What follows belongs to an exercise in optimizing a design on an open flow for small area; a production flow would make more cautious choices.
Only simulation tests tie the RTL to the original design; equivalence was not proved.

==> flow/design.v, too long to show whole: its modules and the start of the top module <==
// module complex_mult_pipe: 3419 lines
module complex_mult_pipe (
    input  logic        clk,
    input  logic        rst,
    input  logic        in_valid,
    output logic        in_ready,
    input  logic [15:0] a_re,
    input  logic [15:0] a_im,
    input  logic [15:0] b_re,
    input  logic [15:0] b_im,
    input  logic        conj_en,
    output logic        out_valid,
    input  logic        out_ready,
    output logic [15:0] y_re,
    output logic [15:0] y_im,
    output logic        ovf
);
  // ...
==> flow/flow/run.sh <==
#!/bin/bash
# The standard layout (standard.sh) with these changes:
# - after synthesis, flow/polopt.py removes inverters between full adders by choosing each
#   full adder's polarity (a full adder is self-dual); registers and logic are unchanged;
# - ports are buffered with sky130_fd_sc_hd__buf_1 instead of the default delay cell;
# - clock tree synthesis uses smaller clock buffers and no dummy loads.
set -uo pipefail
R=orfs/results/${FLOW_PLATFORM}/complex_mult_pipe/base
bash standard.sh synth > synth.log 2>&1 || exit 1
cp "$R/1_2_yosys.v" "$R/1_2_yosys_std.v"
if python3 flow/polopt.py "$R/1_2_yosys_std.v" "$R/1_2_yosys_pol.v" 400000 > polopt.log 2>&1; then
  cp "$R/1_2_yosys_pol.v" "$R/1_2_yosys.v"
else
  echo "polopt failed; keeping the standard netlist" >> polopt.log
fi
touch "$R/1_2_yosys.v"
# From placement on, repair may use only small buffers (buf_1, buf_2): the nets it buffers here
# are short high-fanout nets, for which buf_4 and up mostly waste area.
echo 'export DONT_USE_CELLS += sky130_fd_sc_hd__buf_4 sky130_fd_sc_hd__buf_6 sky130_fd_sc_hd__buf_8 sky130_fd_sc_hd__buf_12 sky130_fd_sc_hd__buf_16 sky130_fd_sc_hd__bufbuf_8 sky130_fd_sc_hd__bufbuf_16' >> config.mk
bash standard.sh finish \
  "BUFFER_PORTS_ARGS=-buffer_cell sky130_fd_sc_hd__buf_1" \
  "CTS_ARGS=-sink_clustering_enable -repair_clock_nets -dont_use_dummy_load -buf_list {sky130_fd_sc_hd__clkbuf_4 sky130_fd_sc_hd__clkbuf_8}" \
  > layout.log 2>&1 || exit 1
==> flow/flow/polopt.py <==
#!/usr/bin/env python3
"""Removes inverters between full adders in a Yosys gate netlist (sky130hd).

A full adder is self-dual: FA(~a, ~b, ~c) = (~sum, ~cout). So each fa cell may be 'flipped'
(it then takes the complement of its inputs and gives the complement of its outputs) without
changing the cell. xor2 and xnor2 cells may be swapped for each other, which complements
their output. Each half adder is split into an xor2 and an and2 for the search; the and2 may
become a nand2 (complemented carry), and a pair left as xor2 + and2 is merged back into a
half adder. The script dissolves the netlist's inverters, picks flips that minimise the added
area (inverters, and and2 over nand2), and puts back one inverter for each net whose
complement is still needed. Flip-flops and ports are left as they are.

usage: polopt.py IN.v OUT.v [annealing steps]
"""
import re
import sys
import random

OUTPINS = {'X', 'Y', 'SUM', 'COUT', 'Q', 'Q_N', 'HI', 'LO'}
src = open(sys.argv[1]).read()

cell_re = re.compile(r'^(\s*)(sky130_fd_sc_hd__\w+)\s+(\S+)\s*\((.*?)\);\n', re.S | re.M)
pin_re = re.compile(r'\.(\w+)\(\s*((?:\\\S+\s)|[^()\s]+)\s*\)')

cells = []
first = None
last = None
for m in cell_re.finditer(src):
    if first is None:
        first = m.start()
    last = m.end()
    pins = [(p, n.strip()) for p, n in pin_re.findall(m.group(4))]
    cells.append({'type': m.group(2), 'name': m.group(3), 'pins': pins})
head = src[:first]
tail = src[last:]
# everything between cells must be whitespace
body = src[first:last]
assert cell_re.sub('', body).strip() == '', 'unexpected text between cells'

ports_out = set()
for m in re.finditer(r'^\s*output\s+(?:\[(\d+):(\d+)\]\s+)?(\S+);', head, re.M):
    if m.group(1):
        for i in range(int(m.group(2)), int(m.group(1)) + 1):
            ports_out.add(f'{m.group(3)}[{i}]')
    else:
        ports_out.add(m.group(3))


def is_inv(c):
    return re.fullmatch(r'sky130_fd_sc_hd__(inv|clkinv)_\d+', c['type']) is not None


def is_fa(c):
    return re.fullmatch(r'sky130_fd_sc_hd__fa_\d+', c['type']) is not None


def is_xor(c):
    return re.fullmatch(r'sky130_fd_sc_hd__x(n?)or2_\d+', c['type']) is not None


def is_and(c):
    return c['type'] == 'sky130_fd_sc_hd__and2_1' and c['name'].endswith('_c')


# Split each half adder into an xor2 (sum) and an and2 (carry); the and2 may become a nand2
# (complemented carry), which is smaller, when that suits the carry's loads.
split = []
for c in cells:
    if re.fullmatch(r'sky130_fd_sc_hd__ha_1', c['type']):
        d = dict(c['pins'])
        split.append({'type': 'sky130_fd_sc_hd__xor2_1', 'name': c['name'] + '_s',
                      'pins': [('A', d['A']), ('B', d['B']), ('X', d['SUM'])]})
        split.append({'type': 'sky130_fd_sc_hd__and2_1', 'name': c['name'] + '_c',
                      'pins': [('A', d['A']), ('B', d['B']), ('X', d['COUT'])]})
    else:
        split.append(c)
cells = split

# inverters to dissolve: output not a port, input not clk
inv_of = {}  # output net -> input net
keep = []
for c in cells:
    if is_inv(c):
        d = dict(c['pins'])
        if d['Y'] not in ports_out and d['A'] != 'clk':
            inv_of[d['Y']] = d['A']
            continue
    keep.append(c)
cells = keep


def resolve(n):
    inv = 0
    seen = 0
    while n in inv_of:
        n = inv_of[n]
        inv ^= 1
        seen += 1
        assert seen < 100
    return n, inv


driver = {}
for i, c in enumerate(cells):
    for p, n in c['pins']:
        if p in OUTPINS:
            driver[n] = i
loads = {}  # net -> list of (cell index, pin index, inv)
for i, c in enumerate(cells):
    newpins = []
    for k, (p, n) in enumerate(c['pins']):
        if p in OUTPINS:
            newpins.append((p, n, 0))
        else:
            rn, inv = resolve(n)
            newpins.append((p, rn, inv))
            loads.setdefault(rn, []).append((i, k))
    c['pins'] = newpins
# port loads that referred to dissolved inverter outputs cannot exist (ports kept)

flippable = [i for i, c in enumerate(cells) if is_fa(c) or is_xor(c) or is_and(c)]
is_and_l = [is_and(c) for c in cells]
idx = {c['name']: i for i, c in enumerate(cells)}
partner = {}
for i, c in enumerate(cells):
    if is_and(c):
        j = idx[c['name'][:-2] + '_s']
        partner[i] = j
        partner[j] = i
x = [0] * len(cells)
fa_in = [is_fa(c) for c in cells]


def net_cost(n):
    d = driver.get(n)
    a = x[d] if d is not None else 0
    c = 0.0
    if d is not None and is_and_l[d] and not x[d] and x[partner[d]]:
        c += 2.5
    for (i, k) in loads.get(n, []):
        inv = cells[i]['pins'][k][2]
        req = inv ^ (x[i] if fa_in[i] else 0)
        if a ^ req:
            return c + 3.75
    return c


def nets_of(i):
    c = cells[i]
    ns = set()
    if i in partner:
        for p, n, inv in cells[partner[i]]['pins']:
            if p in OUTPINS:
                ns.add(n)
    for p, n, inv in c['pins']:
        if p in OUTPINS:
            ns.add(n)
        elif fa_in[i]:
            ns.add(n)
    return ns


allnets = set(loads) | set(driver)
before = sum(net_cost(n) for n in allnets)
orig_invs = len(inv_of)
random.seed(1)
order = flippable[:]
import math
NS = {i: nets_of(i) for i in flippable}
cur = before
best = cur
bestx = x[:]
T = 2.0
steps = int(sys.argv[3]) if len(sys.argv) > 3 else 200000
for step in range(steps):
    T = 7.5 * (1 - step / steps) + 0.04
    i = random.choice(flippable)
    ns = NS[i]
    c0 = sum(net_cost(n) for n in ns)
    x[i] ^= 1
    c1 = sum(net_cost(n) for n in ns)
    dlt = c1 - c0
    if dlt <= 0 or random.random() < math.exp(-dlt / T):
        cur += dlt
        if cur < best:
            best = cur
            bestx = x[:]
    else:
        x[i] ^= 1
x = bestx
after = sum(net_cost(n) for n in allnets)
print(f'inverters: {orig_invs} dissolved, {before} needed before flips, {after} after', file=sys.stderr)

# rewrite
out_cells = []
newwires = []
invnet = {}


def inv_net(n):
    if n not in invnet:
        w = f'polinv_{len(invnet)}'
        invnet[n] = w
        newwires.append(w)
        out_cells.append(('sky130_fd_sc_hd__inv_1', f'polinv_cell_{len(invnet)}', [('A', n), ('Y', w)]))
    return invnet[n]


for i, c in enumerate(cells):
    t = c['type']
    pins = []
    for p, n, inv in c['pins']:
        if p in OUTPINS:
            if is_xor(c) and x[i]:
                p = 'Y' if p == 'X' else 'X'
            pins.append((p, n))
        else:
            d = driver.get(n)
            a = x[d] if d is not None else 0
            req = inv ^ (x[i] if fa_in[i] else 0)
            pins.append((p, inv_net(n) if a ^ req else n))
    if is_xor(c) and x[i]:
        t = t.replace('xnor2', 'XOR2T').replace('xor2', 'xnor2').replace('XOR2T', 'xor2')
    if is_and(c) and x[i]:
        t = 'sky130_fd_sc_hd__nand2_1'
        pins = [(('Y' if p == 'X' else p), n) for p, n in pins]
    out_cells.append((t, c['name'], pins))

# pairs left as xor2 + and2 go back into one ha_1
merged = []
byname = {o[1]: o for o in out_cells}
for o in out_cells:
    t, name, pins = o
    if name.endswith('_s') and name[:-2] + '_c' in byname:
        ct, cn, cp = byname[name[:-2] + '_c']
        if t == 'sky130_fd_sc_hd__xor2_1' and ct == 'sky130_fd_sc_hd__and2_1':
            d = dict(pins)
            e = dict(cp)
            merged.append(('sky130_fd_sc_hd__ha_1', name[:-2], [('A', d['A']), ('B', d['B']), ('COUT', e['X']), ('SUM', d['X'])]))
            continue
    if name.endswith('_c') and name[:-2] + '_s' in byname:
        st = byname[name[:-2] + '_s'][0]
        if st == 'sky130_fd_sc_hd__xor2_1' and t == 'sky130_fd_sc_hd__and2_1':
            continue
    merged.append(o)
out_cells[:] = merged

# nets of flipped drivers carry the complement now: rename them so names never lie
ren = {}
for i, c in enumerate(cells):
    if x[i]:
        for p, n, inv in c['pins']:
            if p in OUTPINS:
                assert n not in ports_out
                ren[n] = n + '_pn'


def fix(n):
    n = ren.get(n, n)
    return n + ' ' if n.startswith('\\') else n


lines = []
for t, name, pins in out_cells:
    ps = ',\n'.join(f'    .{p}({fix(n)})' for p, n in pins)
    lines.append(f'  {t} {name} (\n{ps}\n  );\n')
# declare new wires; renamed wires need declarations too
decl = ''.join(f'  wire {fix(w)};\n' for w in newwires) + ''.join(f'  wire {fix(w)};\n' for w in ren.values())
m = re.search(r'\n(\s*)(sky130_fd_sc_hd__)', src)
open(sys.argv[2], 'w').write(head + decl + ''.join(lines) + tail)
==> flow/standard.sh <==
#!/bin/bash
# synth_recipe.tcl (not shown) runs the flow's synth.tcl, then flattens the netlist and writes it again
# the make line also repeats each setting of config.mk as NAME=value (left out here)
make -C /OpenROAD-flow-scripts/flow DESIGN_CONFIG=/design/flow/config.mk WORK_HOME=/design/flow/orfs CLKGATE_MAP_FILE= SYNTH_SCRIPT=/design/flow/synth_recipe.tcl "${@:-finish}"
==> flow/config.mk <==
export PLATFORM = sky130hd
export DESIGN_NAME = complex_mult_pipe
export DESIGN_NICKNAME = complex_mult_pipe
export VERILOG_FILES = /design/flow/design.v
export SDC_FILE = /design/flow/constraint.sdc
export NUM_CORES = 4
export LEC_CHECK = 0
export ABC_AREA = 1
export CAP_MARGIN = 20
export CORE_MARGIN = 2
export CORE_UTILIZATION = 45
export GPL_TIMING_DRIVEN = 0
export SLEW_MARGIN = 20
export DONT_USE_CELLS += sky130_fd_sc_hd__buf_4 sky130_fd_sc_hd__buf_6 sky130_fd_sc_hd__buf_8 sky130_fd_sc_hd__buf_12 sky130_fd_sc_hd__buf_16 sky130_fd_sc_hd__bufbuf_8 sky130_fd_sc_hd__bufbuf_16
==> flow/constraint.sdc <==
create_clock -name core_clock -period 8.0 [get_ports {clk}]
set_input_delay 1.6000 -clock core_clock [delete_from_list [all_inputs] [get_ports {clk}]]
set_output_delay 1.6000 -clock core_clock [all_outputs]
set_load 0.01 [all_outputs]
==> impl_metrics.env, run 1 <==
export IMPL_status="finished with violations"
export IMPL_failed_checks="setup timing"
export IMPL_place_hpwl_mm=118.5
export IMPL_n_all_inverters=151
export IMPL_dr_max_layer_used="met5"
export IMPL_clkLatencyLatePin_ns=0.62
export IMPL_drv_cap=0
export IMPL_final_util_pct=48.82
export IMPL_setup_violations_final=2
export IMPL_cts_clk_slew_worst_paths_ns=0.10
export IMPL_seq_share_pct=13.87
export IMPL_hold_viol=0
export IMPL_vias_per_cell=7.008
export IMPL_initial_core_util_pct=45.61
export IMPL_grt_pass1_vias=26640
export IMPL_port_buffers=103
export IMPL_worst_slew_pin_slew_ns=1.359
export IMPL_dp_cells=3827
export IMPL_fmax_mhz=124.3
export IMPL_cp_start_kind="flip-flop"
export IMPL_tap_cells=782
export IMPL_cts_tree="yes"
export IMPL_wl_met1_mm=57.91
export IMPL_cts_resized=13
export IMPL_yosysWarnings=1
export IMPL_seq_area_um2=4094
export IMPL_clockRootBuffer="clkbuf_8"
export IMPL_slowest_delay_ns=0.79
export IMPL_grt_pass1_wl_mm=211.7
export IMPL_grt_util_met3_pct=26.16
export IMPL_bufAreaShareNonClock_pct=5.424
export IMPL_holdWs_ns=0.4863
export IMPL_diodes=5
export IMPL_vias=27090
export IMPL_io_pins=104
export IMPL_multi_input_area_um2=22030
export IMPL_finalWorstSetupSlack_ns=-0.04754
export IMPL_nets=3706
export IMPL_maxSlewHeadroom_pct=9.371
export IMPL_n_fill_cell=5708
==> inputs of run 2 (changes only) <==
--- a/flow/flow/run.sh
+++ b/flow/flow/run.sh
@@ -5,3 +5,4 @@
 # - ports are buffered with sky130_fd_sc_hd__buf_1 instead of the default delay cell;
-# - clock tree synthesis uses smaller clock buffers and no dummy loads.
+# - clock tree synthesis uses smaller clock buffers and no dummy loads;
+# - after global routing, cells off the critical paths are downsized (RECOVER_POWER).
 set -uo pipefail
@@ -20,3 +21,3 @@
 bash standard.sh finish \
-  "BUFFER_PORTS_ARGS=-buffer_cell sky130_fd_sc_hd__buf_1" \
+  "BUFFER_PORTS_ARGS=-buffer_cell sky130_fd_sc_hd__buf_1" RECOVER_POWER=100 \
   "CTS_ARGS=-sink_clustering_enable -repair_clock_nets -dont_use_dummy_load -buf_list {sky130_fd_sc_hd__clkbuf_4 sky130_fd_sc_hd__clkbuf_8}" \
--- a/flow/config.mk
+++ b/flow/config.mk
@@ -11,3 +11,2 @@
 export CORE_UTILIZATION = 45
-export GPL_TIMING_DRIVEN = 0
 export SLEW_MARGIN = 20
==> run 2 against run 1 <==
The layout fails its checks (capacitance limit, slew limit). Critical path depth decreased by 1. Non-clock buffer count decreased by 91. Via count decreased by 11%. Hold slack got worse by 0.0056 ns. Clock-buffer cell count unchanged. Clock skew increased by 0.021 ns. Die area unchanged. Global-route usage decreased by 17 points. Register-to-register slack improved by 0.39 ns. Largest cell class unchanged. Highest routed layer is now met4.
==> impl_metrics.env, run 2 <==
export IMPL_htreeDepth=4
export IMPL_rsz0062_at_grt="no"
export IMPL_met2_length_mm=42.38
export IMPL_first_pass_iters=8
export IMPL_clkLatencyLatePin_ns=0.59
export IMPL_post_route_min_period_ns=7.657
export IMPL_slowest_delay_ns=0.74
export IMPL_cts_resized=0
export IMPL_vias_per_cell=6.423
export IMPL_fmax_mhz=130.6
export IMPL_nets=3615
export IMPL_drtIter0Drc=3213
export IMPL_hold_viol=0
export IMPL_n_fill_cell=5777
export IMPL_syn_nets=3562
export IMPL_gr_total_overflow=0
export IMPL_core_um2=60470
export IMPL_clockRootBuffer="clkbuf_8"
export IMPL_critPathRequiredTime_ns=8.32
export IMPL_wl_per_cell_um=27.33
export IMPL_end_kind="flip-flop"
export IMPL_cp_slowest_cell="edfxtp_1"
export IMPL_cts_tree="yes"
export IMPL_ant_nets=0
export IMPL_drcViolationCount=0
export IMPL_dr_wl_met3_mm=14.35
export IMPL_min_path_type="reg -> reg"
export IMPL_failed_checks="capacitance limit, slew limit"
export IMPL_initial_core_util_pct=45.61
export IMPL_cp_start_kind="flip-flop"
export IMPL_rows=90
export IMPL_die_w_um=251.6
export IMPL_dp_cells=3752
export IMPL_dr_max_layer_used="met4"
export IMPL_crit_type="reg -> reg"
export IMPL_cts_made_buffers=17
export IMPL_hold_buffers=0
export IMPL_place_hpwl_mm=81.73
export IMPL_final_setup_tns_ns=0
export IMPL_globalplace_congestion=1.039
export IMPL_finalNonFillerCells=3770
export IMPL_setup_violations_final=0
export IMPL_final_cell_mix="481 x o22ai_1, 454 x fa_1, 333 x nand2_1"
export IMPL_crit_chain="clkbuf_1, inv_1, nand2_1, nand2_4, inv_1, buf_2, xor2_1, fa_1, fa_1, fa_1, fa_1, fa_1, ha_1, nand2_1, o21ai_0, a21oi_1, nand2_1, nand2_1, nand2_1, nand3_1, nor2_1, nand2_1"
export IMPL_worstPathMaxFanout=17
export IMPL_cts_clk_slew_worst_paths_ns=0.07
export IMPL_seq_area_um2=4094
export IMPL_slew_viol_final=86
export IMPL_die_h_um=251.6
export IMPL_syn_inst=2936
export IMPL_cts_sinks=137
export IMPL_grt_usage_pct=33.03
export IMPL_layout_cells_most_common="o22ai_1"
export IMPL_worst_ep_arrival_time_ns=7.97
export IMPL_drt_wl_total_mm=103.0
export IMPL_port_buffers=103
export IMPL_drive_above_1_share_pct=4.520
export IMPL_io_pins=104
export IMPL_grt_max_degree=37
export IMPL_synthToLayoutAreaGrowth_pct=5.475
export IMPL_maxSlewHeadroom_pct=-33.25
export IMPL_synth_area_per_cell_um2=9.395
export IMPL_multi_input_area_um2=22050
export IMPL_wl_met1_mm=41.49
export IMPL_fin_crit_sh_pct=95.72
export IMPL_grt_pass1_wl_mm=153.6
export IMPL_yosysWarnings=1
export IMPL_antenna_found_initial=1
export IMPL_netlist_area_um2=27580
export IMPL_drv_cap=4
export IMPL_vias=24220
export IMPL_pre_cts_slack_ns=0.7251
export IMPL_cts_buffer_depth=2
export IMPL_dieArea_um2=63290
export IMPL_skew_ns=0.04906
export IMPL_grt_pass1_vias=24150
export IMPL_cpMostUsedCell="nand2_1"
export IMPL_cts_setup_buffers=0
export IMPL_status="finished with violations"
export IMPL_finalWorstSetupSlack_ns=0.3426
export IMPL_worst_slew_pin_slew_ns=1.999
[run 2: layout make-up]
type | instances | share of cell area, %
antenna | 1 | 0.008601
tap | 782 | 3.363
inverter | 151 | 1.953
clock buffer | 17 | 0.8042
multi-input combinational | 2402 | 75.81
sequential | 137 | 14.07
timing repair buffer | 280 | 3.991
[run 2: layer usage]
metal / up-vias / global-route usage (%)
met2: 1765 / 46.49
met4: 0 / 14.00
met3: 285 / 11.28
met5: - / 0
met1: 12020 / 46.16
li1: 10140 / -
[run 2: final timing paths]
| check | start | end | slack (ns) | depth (start not counted) |
|---|---|---|---|---|
| min in group asynchronous | rst | v3_q | 0.85 | 2 |
| setup / recovery | cj_q | iov2_q | 0.34 | 22 |
| hold / removal | ovf_q | ovf_q | 0.48 | 1 |
| max in group asynchronous | rst | ovf_q | 6.98 | 2 |
| hold reg to reg | ovf_q | ovf_q | 0.48 | 1 |
| setup reg to reg | cj_q | iov2_q | 0.34 | 22 |
[run 2: critical path, delay by kind of cell, from the launching register on]
kind	cells	cell delay [ns]
AND/OR/NAND/NOR	9	1.33
flip-flops	1	0.74
buffers and inverters	4	1.42
AO/OA/AOI/OAI	2	0.81
XOR/XNOR	1	0.27
adder cells (fa/ha/maj)	6	2.83
[run 2: through the flow]
step           util [%]  hold WS, ns  cell area (µm²)
5_1_grt           48.11       0.5157            29090
3_3_place_gp      47.74       0.4568            28870
4_1_cts           48.13       0.4841            29100
3_5_place_dp      47.74       0.4665            28870
2_1_floorplan         -       0.4455            27580
6_report          48.11       0.4807            29090
==> inputs of run 3 (changes only) <==
--- a/flow/flow/run.sh
+++ b/flow/flow/run.sh
@@ -6,3 +6,4 @@
 # - clock tree synthesis uses smaller clock buffers and no dummy loads;
-# - after global routing, cells off the critical paths are downsized (RECOVER_POWER).
+# - timing-driven placement does not keep its resizer changes (GPL_KEEP_OVERFLOW=0); later
+#   repair adds only what the placed design needs.
 set -uo pipefail
@@ -21,3 +22,3 @@
 bash standard.sh finish \
-  "BUFFER_PORTS_ARGS=-buffer_cell sky130_fd_sc_hd__buf_1" RECOVER_POWER=100 \
+  "BUFFER_PORTS_ARGS=-buffer_cell sky130_fd_sc_hd__buf_1" GPL_KEEP_OVERFLOW=0 \
   "CTS_ARGS=-sink_clustering_enable -repair_clock_nets -dont_use_dummy_load -buf_list {sky130_fd_sc_hd__clkbuf_4 sky130_fd_sc_hd__clkbuf_8}" \
--- a/flow/config.mk
+++ b/flow/config.mk
@@ -11,2 +11,3 @@
 export CORE_UTILIZATION = 45
+export SETUP_SLACK_MARGIN = 0.1
 export SLEW_MARGIN = 20
==> run 3 against run 2 <==
The run now finishes clean. Flip-flop and latch count did not move. Synthesized cell count did not move. Non-clock buffer count fell by 74. Sequential share of layout area barely moved. First-iteration DRC count rose by 7.6%. Wire length fell by 5.1%. Fmax fell by 0.15%. Via count barely moved. Cell count fell by 1.9%. Clock skew fell by 0.0047 ns. Global-route usage fell by 1.7 points. Critical endpoint is now rov2_q. Largest cell class unchanged.
==> impl_metrics.env, run 3 <==
export IMPL_rsz0062_at_grt="no"
export IMPL_ant_nets=0
export IMPL_critPathTopFamily="adder cells"
export IMPL_cp_buffers_inverters=2
export IMPL_final_cell_mix="481 x o22ai_1, 454 x fa_1, 319 x nand2_1"
export IMPL_port_buffers=103
export IMPL_synthToLayoutAreaGrowth_pct=5.344
export IMPL_maxSlewHeadroom_pct=21.83
export IMPL_die_w_um=251.6
export IMPL_worstPathMaxFanout=28
export IMPL_holdWs_ns=0.4777
export IMPL_crit_chain="inv_1, clkbuf_8, nand2_2, o22ai_1, xor2_1, fa_1, fa_1, fa_1, fa_1, fa_1, fa_1, ha_1, nand2_1, o21ai_0, a21oi_1, nor2_1, nor3_1, nand2_1, nand2_1, nand2_1, nand2_1, nor2_1, nand4_1"
export IMPL_syn_nets=3562
export IMPL_cp_slowest_cell="edfxtp_1"
export IMPL_grt_pass1_vias=24550
export IMPL_end_kind="flip-flop"
export IMPL_worst_slew_pin_slew_ns=1.165
export IMPL_first_pass_iters=8
export IMPL_reg2reg_slack_ns=0.33
export IMPL_fmax_mhz=130.4
export IMPL_setup_violations_final=0
export IMPL_netlist_area_um2=27580
export IMPL_fin_area_um2=29060
export IMPL_htreeDepth=4
export IMPL_gr_total_overflow=0
export IMPL_cts_sinks=137
export IMPL_wl_per_cell_um=26.45
export IMPL_synth_area_per_cell_um2=9.395
export IMPL_cts_buffer_depth=2
export IMPL_dieArea_um2=63290
export IMPL_place_area_um2=28470
export IMPL_drcViolationCount=0
export IMPL_drtIter0Drc=3458
export IMPL_cpMostUsedCell="fa_1"
export IMPL_dp_cells=3622
export IMPL_drv_cap=0
export IMPL_post_route_min_period_ns=7.669
export IMPL_vias=24230
export IMPL_core_um2=60470
export IMPL_fin_crit_sh_pct=95.86
export IMPL_syn_inst=2936
export IMPL_globalplace_congestion=0.9324
export IMPL_n_fill_cell=5679
export IMPL_layout_cells_most_common="o22ai_1"
export IMPL_drive_above_1_share_pct=6.587
export IMPL_die_h_um=251.6
export IMPL_pre_cts_slack_ns=-0.3365
export IMPL_hold_path_startpoint="v2_q"
export IMPL_finalWorstSetupSlack_ns=0.3311
export IMPL_drt_wl_total_mm=97.83
export IMPL_place_hpwl_mm=69.92
export IMPL_cts_tree="yes"
export IMPL_initial_core_util_pct=45.61
export IMPL_min_path_type="reg -> reg"
export IMPL_skew_ns=0.04432
export IMPL_cp_start_kind="flip-flop"
export IMPL_finalNonFillerCells=3698
export IMPL_clkLatencyLatePin_ns=0.59
export IMPL_vias_per_cell=6.552
export IMPL_grt_max_degree=39
export IMPL_crit_type="reg -> reg"
export IMPL_yosysWarnings=1
export IMPL_startpoint="br_q[0]"
export IMPL_cts_made_buffers=17
export IMPL_grt_usage_pct=31.31
export IMPL_worst_ep_arrival_time_ns=7.99
export IMPL_grt_pass1_wl_mm=148.8
export IMPL_status="no timing/DRC/antenna violations"
export IMPL_rows=90
export IMPL_io_pins=104
export IMPL_slew_viol_final=0
export IMPL_slowest_delay_ns=0.61
export IMPL_cts_clk_slew_worst_paths_ns=0.10
export IMPL_reg2reg_from="br_q[0]"
export IMPL_clockRootBuffer="clkbuf_8"
export IMPL_antenna_found_initial=1
export IMPL_hold_viol=0
export IMPL_nets=3543
export IMPL_critPathRequiredTime_ns=8.32
run 3: cell types whose count changed in the layout (fill, tap and decap cells not counted), sizes merged:
cell      delta
inv          -6
clkinvlp     +6
buf         -71
clkbuf       -3
clkinv       +2
run 3: what timing repair did:
item / 4_1_cts / 5_1_grt
setup buffers: 6 / 49
resized for setup: 5 / 20
setup endpoints to repair: 8 / 8
pin swaps: 0 / 5
hold buffers: 0 / 0
gates cloned: 2 / 0
run 3: area by class of cell:
class,instances,area [µm²],area share (%)
Timing Repair Buffer,206,894.6,3.079
Inverter,151,600.6,2.067
Multi-Input combinational cell,2402,22240,76.54
Clock buffer,17,234.0,0.8052
Antenna cell,1,2.502,0.008612
Tap cell,782,978.4,3.367
Sequential cell,137,4094,14.09
Timing Repair inverter,2,12.51,0.04306
run 3: worst paths after layout:
check                      endpoint  cells after the start
max                          rov2_q                     23
min                            v3_q                      2
max reg2reg                  rov2_q                     23
min reg2reg                    v3_q                      2
max in group asynchronous      v2_q                      2
min in group asynchronous      v3_q                      2
run 3: metal layers:
| layer | global-route usage (%) | up-vias | part of all wire, % | routed length (µm) |
|---|---|---|---|---|
| met5 | 0 | - | 0.085 | 83 |
| met3 | 9.749 | 403 | 13 | 12890 |
| li1 | - | 9969 | - | - |
| met4 | 16.21 | 2 | 5.7 | 5582 |
| met1 | 43.31 | 11990 | 39 | 38510 |
| met2 | 43.92 | 1868 | 42 | 40760 |
run 3: tightest hold or removal path, stage by stage (launching register included):
cell     delay (ns)
dfrtp_1        0.36
inv_1          0.05
nand2_1        0.05
run 3: stage by stage:
step	utilization [%]	TNS [ns]
2_1_floorplan	-	0
3_3_place_gp	46.24	-95.30
3_5_place_dp	47.08	-0.5653
4_1_cts	47.55	0
5_1_grt	48.05	0
6_report	48.05	0
==> inputs of run 4 (changes only) <==
--- a/flow/config.mk
+++ b/flow/config.mk
@@ -11,3 +11,2 @@
 export CORE_UTILIZATION = 45
-export SETUP_SLACK_MARGIN = 0.1
 export SLEW_MARGIN = 20
==> run 4 against run 3 <==
Highest routed layer unchanged. Still clean. Area after synthesis unchanged. Hold slack about the same. Clock skew decreased by 0.0039 ns. Register-to-register slack got worse by 0.10 ns. Synthesized cell count unchanged. Critical path depth increased by 1.
==> impl_metrics.env, run 4 <==
export IMPL_initial_core_util_pct=45.61
export IMPL_cts_tree="yes"
export IMPL_core_um2=60470
export IMPL_n_fill_cell=5673
export IMPL_wl_per_cell_um=26.48
export IMPL_first_pass_iters=6
export IMPL_post_route_min_period_ns=7.773
export IMPL_drcViolationCount=0
export IMPL_finalNonFillerCells=3680
export IMPL_grt_pass1_wl_mm=148.7
export IMPL_worstPathMaxFanout=14
export IMPL_syn_inst=2936
export IMPL_drt_wl_total_mm=97.46
export IMPL_globalplace_congestion=0.9324
export IMPL_final_util_pct=47.86
export IMPL_drv_cap=0
export IMPL_die_h_um=251.6
export IMPL_gr_total_overflow=0
export IMPL_drive_above_1_share_pct=6.110
export IMPL_rsz0062_at_grt="yes"
export IMPL_dp_cells=3622
export IMPL_critPathTopFamily="adder cells"
export IMPL_maxSlewHeadroom_pct=22.64
export IMPL_setup_violations_final=0
export IMPL_cts_made_buffers=17
export IMPL_ant_nets=0
export IMPL_final_setup_tns_ns=0
export IMPL_skew_ns=0.04046
export IMPL_hold_path_startpoint="v2_q"
export IMPL_die_w_um=251.6
export IMPL_slowest_delay_ns=0.94
export IMPL_fin_crit_sh_pct=97.16
export IMPL_crit_chain="buf_2, nor2_1, nor2_2, clkinvlp_2, o22ai_1, xnor2_1, fa_1, fa_1, fa_1, fa_1, fa_1, ha_1, a21oi_1, o21ai_0, a21oi_1, nand2_2, nand2_1, nand2_1, nand2_1, nand2_1, nand2_1, nand2_1, nor2_1, nand4_1"
export IMPL_layout_cells_most_common="o22ai_1"
export IMPL_synth_area_per_cell_um2=9.395
export IMPL_grt_usage_pct=31.28
export IMPL_synthToLayoutAreaGrowth_pct=4.935
export IMPL_cp_buffers_inverters=2
export IMPL_grt_max_degree=39
export IMPL_seq_area_um2=4094
export IMPL_worst_ep_arrival_time_ns=8.09
export IMPL_dieArea_um2=63290
export IMPL_grt_pass1_vias=24540
export IMPL_fmax_mhz=128.7
export IMPL_crit_type="reg -> reg"
export IMPL_cts_buffer_depth=2
export IMPL_netlist_area_um2=27580
export IMPL_htreeDepth=4
export IMPL_syn_nets=3562
export IMPL_io_pins=104
export IMPL_vias_per_cell=6.580
export IMPL_cts_sinks=137
export IMPL_clockRootBuffer="clkbuf_8"
export IMPL_cp_slowest_cell="clkinvlp_2"
export IMPL_antenna_found_initial=1
export IMPL_clkLatencyLatePin_ns=0.59
export IMPL_min_to="v3_q"
export IMPL_end_kind="flip-flop"
export IMPL_min_path_type="reg -> reg"
export IMPL_vias=24210
export IMPL_hold_viol=0
export IMPL_reg2reg_slack_ns=0.23
export IMPL_cpMostUsedCell="nand2_1"
export IMPL_critPathRequiredTime_ns=8.32
export IMPL_rows=90
export IMPL_nets=3525
export IMPL_place_hpwl_mm=69.92
export IMPL_final_cell_mix="481 x o22ai_1, 454 x fa_1, 319 x nand2_1"
export IMPL_cts_clk_slew_worst_paths_ns=0.10
export IMPL_yosysWarnings=1
export IMPL_holdPathStages=2
export IMPL_port_buffers=103
export IMPL_worst_slew_pin_slew_ns=1.153
export IMPL_slew_viol_final=0
export IMPL_rr_endpoint="rov2_q"
export IMPL_reg2reg_from="br_q[5]"
export IMPL_status="no timing/DRC/antenna violations"
export IMPL_cp_start_kind="flip-flop"
export IMPL_drtIter0Drc=3270
export IMPL_multi_input_area_um2=22220
export IMPL_reg2reg_depth=24
==> run 4: what timing repair did <==
action,in CTS,in global routing
pin swaps,0,3
gates cloned,2,0
setup buffers,4,33
hold buffers,0,0
setup endpoints to repair,4,6
gates resized for setup,5,11
==> run 4: area by class of cell <==
class,count,share of cell area [%]
diodes,1,0.008646
repair inverters,2,0.03458
well taps,782,3.380
multi-input cells,2402,76.78
inverters,151,2.058
clock buffers,17,0.8084
repair buffers,188,2.784
flip-flops and latches,137,14.14
==> run 4: worst max-delay path by stage <==
stage / to / slack [ns] / startpoint / cells after the start
after detailed placement: iov2_q / -0.34 / cj_q / 21
after floorplan: iov2_q / 1.72 / cj_q / 22
after global placement: rov2_q / -3.78 / br_q[9] / 18
after global routing: rov2_q / -0.02 / br_q[11] / 23
final: rov2_q / 0.23 / br_q[5] / 24
after CTS: rov2_q / 0.007 / br_q[1] / 20
==> run 4: per-layer routing <==
layer / vias to the layer above / share of wire (%) / routed length (µm) / track usage, %
met2: 1895 / 42 / 40810 / 43.95
met3: 393 / 13 / 12700 / 9.626
li1: 9924 / - / - / -
met1: 12000 / 40 / 38520 / 43.33
met5: - / 0.085 / 83 / 0
met4: 2 / 5.5 / 5344 / 16.07
==> run 4: stage by stage <==
step / instance area, µm² / setup slack, ns / hold WS (ns)
floorplan: 27580 / 1.716 / 0.4455
global placement: 27960 / -3.780 / 0.4599
detailed placement: 28470 / -0.3365 / 0.4720
CTS: 28750 / 0.007057 / 0.4836
global route: 28940 / -0.02128 / 0.5202
finish: 28940 / 0.2271 / 0.4782
==> run 4: worst min-delay path, stage by stage (launching register included) <==
cell,delay [ns]
dfrtp_1,0.36
inv_1,0.05
nand2_1,0.05

[port drivers added, routing unchanged]
Ports are ideal in the flow. The routed layouts listed here were re-timed in OpenROAD.
Step 1: set_driving_cell puts a clkbuf_16 on clk and a buf_2 on each other input, an assumption about the parent block.
Step 2 times the ports against the registers' clock, not the clock port: input delays grow and output delays shrink by t, the midpoint of the rising clock arrivals with the driver on.
Slacks: no drivers / after step 1 / after step 2; pairs: no drivers / after step 1.
run | shift t [ns] | setup slack, ns | worst setup path after step 2 | worst slew at a driven data input, ns | pins driven straight from the clock port
run 1 | 0.661 | -0.048 / -0.048 / -0.048 | register to register | 0.05 | 1
run 2 | 0.621 | 0.343 / 0.343 / 0.343 | register to register | 0.04 | 1
run 3 | 0.623 | 0.331 / 0.331 / 0.331 | register to register | 0.05 | 1
run 4 | 0.626 | 0.227 / 0.227 / 0.227 | register to register | 0.05 | 1
